Background: an optimization exercise with open tools, aiming at small area, a short achievable clock period and few clock cycles. Do not read the settings as production practice. Only simulation tests tie the RTL to the original design; equivalence was not proved. Power figures rest on the tool's default switching activity, not on a simulated workload.

v35:
// tagctrl_top
module tagctrl_top #(
  parameter int unsigned RdDepth = 4,    
  parameter int unsigned DqDepth = 10    
) (
  input  logic                          clk_i,
  input  logic                          reset_i,
  input  logic                          req_valid_i,
  input  logic [31:0]                   req_addr_i,
  input  logic                          req_write_i,
  input  logic [63:0]                   req_wdata_i,
  input  logic                          req_tag_i,
  output logic                          req_ready_o,
  output logic                          rsp_valid_o,
  output logic [63:0]                   rsp_rdata_o,
  output logic                          rsp_tag_o,
  output logic                          rsp_write_o,
  output logic                          rsp_err_o,
  input  logic                          rsp_ready_i,
  output logic                          mem_req_valid_o,
  output logic [28:0]                   mem_req_addr_o,
  output logic                          mem_req_write_o,
  output logic [63:0]                   mem_req_wdata_o,
  input  logic                          mem_req_ready_i,
  input  logic                          mem_rsp_valid_i,
  input  logic [63:0]                   mem_rsp_rdata_i
);
Size: ~2900 cells after synthesis, about 32000 µm² of cells after synthesis.
clock: 5.0 ns
lec_check: 0
abc_area: 1
cap_margin: 60
core_margin: 2
core_utilization: 70
cts_cluster_diameter: 100
cts_cluster_size: 24
place_density: 0.72
setup_slack_margin: 3.0
slew_margin: 60
tns_end_percent: 10
standard.sh (not shown) runs the stock make flow with config.mk's settings and CLKGATE_MAP_FILE= SYNTH_SCRIPT=/design/flow/synth_recipe.tcl, a recipe that flattens the netlist after the stock synthesis.
==> flow/flow/run.sh <==
#!/bin/bash
# The standard layout (the standard.sh, standard synthesis included) with two
# make settings changed:
#  - delay cells are added to the don't-use list, so the port buffers and timing
#    repair use ordinary buffers instead of slow delay buffers;
#  - timing repair may swap a cell for one of another footprint.
# Everything else (floorplan, power grid, tap cells, placement, CTS, routing) is
# the standard flow. The make output goes to flow_make.log in the work folder.
set -euo pipefail
PLATFORM_DONT_USE="sky130_fd_sc_hd__probe_p_8 sky130_fd_sc_hd__probec_p_8 sky130_fd_sc_hd__lpflow_bleeder_1 sky130_fd_sc_hd__lpflow_clkbufkapwr_1 sky130_fd_sc_hd__lpflow_clkbufkapwr_16 sky130_fd_sc_hd__lpflow_clkbufkapwr_2 sky130_fd_sc_hd__lpflow_clkbufkapwr_4 sky130_fd_sc_hd__lpflow_clkbufkapwr_8 sky130_fd_sc_hd__lpflow_clkinvkapwr_1 sky130_fd_sc_hd__lpflow_clkinvkapwr_16 sky130_fd_sc_hd__lpflow_clkinvkapwr_2 sky130_fd_sc_hd__lpflow_clkinvkapwr_4 sky130_fd_sc_hd__lpflow_clkinvkapwr_8 sky130_fd_sc_hd__lpflow_decapkapwr_12 sky130_fd_sc_hd__lpflow_decapkapwr_3 sky130_fd_sc_hd__lpflow_decapkapwr_4 sky130_fd_sc_hd__lpflow_decapkapwr_6 sky130_fd_sc_hd__lpflow_decapkapwr_8 sky130_fd_sc_hd__lpflow_inputiso0n_1 sky130_fd_sc_hd__lpflow_inputiso0p_1 sky130_fd_sc_hd__lpflow_inputiso1n_1 sky130_fd_sc_hd__lpflow_inputiso1p_1 sky130_fd_sc_hd__lpflow_inputisolatch_1 sky130_fd_sc_hd__lpflow_isobufsrc_1 sky130_fd_sc_hd__lpflow_isobufsrc_16 sky130_fd_sc_hd__lpflow_isobufsrc_2 sky130_fd_sc_hd__lpflow_isobufsrc_4 sky130_fd_sc_hd__lpflow_isobufsrc_8 sky130_fd_sc_hd__lpflow_isobufsrckapwr_16 sky130_fd_sc_hd__lpflow_lsbuf_lh_hl_isowell_tap_1 sky130_fd_sc_hd__lpflow_lsbuf_lh_hl_isowell_tap_2 sky130_fd_sc_hd__lpflow_lsbuf_lh_hl_isowell_tap_4 sky130_fd_sc_hd__lpflow_lsbuf_lh_isowell_4 sky130_fd_sc_hd__lpflow_lsbuf_lh_isowell_tap_1 sky130_fd_sc_hd__lpflow_lsbuf_lh_isowell_tap_2 sky130_fd_sc_hd__lpflow_lsbuf_lh_isowell_tap_4"
DELAY_CELLS="sky130_fd_sc_hd__clkdlybuf4s15_1 sky130_fd_sc_hd__clkdlybuf4s15_2 sky130_fd_sc_hd__clkdlybuf4s18_1 sky130_fd_sc_hd__clkdlybuf4s18_2 sky130_fd_sc_hd__clkdlybuf4s25_1 sky130_fd_sc_hd__clkdlybuf4s25_2 sky130_fd_sc_hd__clkdlybuf4s50_1 sky130_fd_sc_hd__clkdlybuf4s50_2 sky130_fd_sc_hd__dlygate4sd1_1 sky130_fd_sc_hd__dlygate4sd2_1 sky130_fd_sc_hd__dlygate4sd3_1 sky130_fd_sc_hd__dlymetal6s2s_1 sky130_fd_sc_hd__dlymetal6s4s_1 sky130_fd_sc_hd__dlymetal6s6s_1"
bash standard.sh "DONT_USE_CELLS=$PLATFORM_DONT_USE $DELAY_CELLS" MATCH_CELL_FOOTPRINT=0 finish > flow_make.log 2>&1
v35 finished all stages; the layout is clean.
Testbench counts of v35, summed over its fixed seeds: cycles 15,692.
What v32 does differently from v35 at the input level:
Settings: CAP_MARGIN: 60 -> 40.
Results
- Summary of v32 over v35: sequential cell count roughly the same; total power roughly the same.
- Comparing v35 and v32, non-clock buffer count is lower on v32.
- Status: part of the total power dissipated in combinational logic parity (v35, v32)
- Fraction of area in clock buffers and inverters delta (v32 -> v35): insignificant
- [diff] post-layout worst setup margin, v32 relative to v35: improvement
- In terms of design area, v35 and v32 differ only marginally.
- Re overall die area: no difference whatsoever between v32 and v35.
What v52 does differently from v32 at the input level:
Settings: a change of SLEW_MARGIN from 60 to 40.
[summary]
- grp_tag_q[5] as the endpoint of the worst setup timing path was reported by v32, and rsp_rdata_o[45] by v52.
- Compared with v32, v52 shows final area that has gone down slightly.
- Per the comparison of v52 with v32, area occupied by multi-input gates flat, core utilization down 0.85 points, number of top-level design ports flat.

[separate check: timing with driven ports]
In the flow no input, the clock included, has a driving cell. The finished layouts below were timed again as built, in two steps.
Step 1 sets driving cells, clkbuf_16 on the clock port and buf_2 on the other inputs (assumed; they add their load-dependent delay and slew).
Step 2 adds t to the input delays and takes it off the output delays; t is the mean of the earliest and latest rising clock arrival at the registers after step 1. Input paths then give back, and output paths get back, about the clock's delay inside the block.
a / b / c = ideal ports / drivers / drivers and shift; a / b = the first two.
run	shift t [ns]	slack for setup (ns)	worst data-port slew with drivers (ns)
v35	0.649	2.882 / 2.853 / 2.434	0.10
v32	0.649	2.905 / 2.854 / 2.432	0.10
v52	0.653	2.877 / 2.817 / 2.372	0.10
After both steps every run listed still meets setup and hold. The setup slack of v52, which loses most, moves by -0.060 ns with the drivers and by -0.505 ns with both steps.
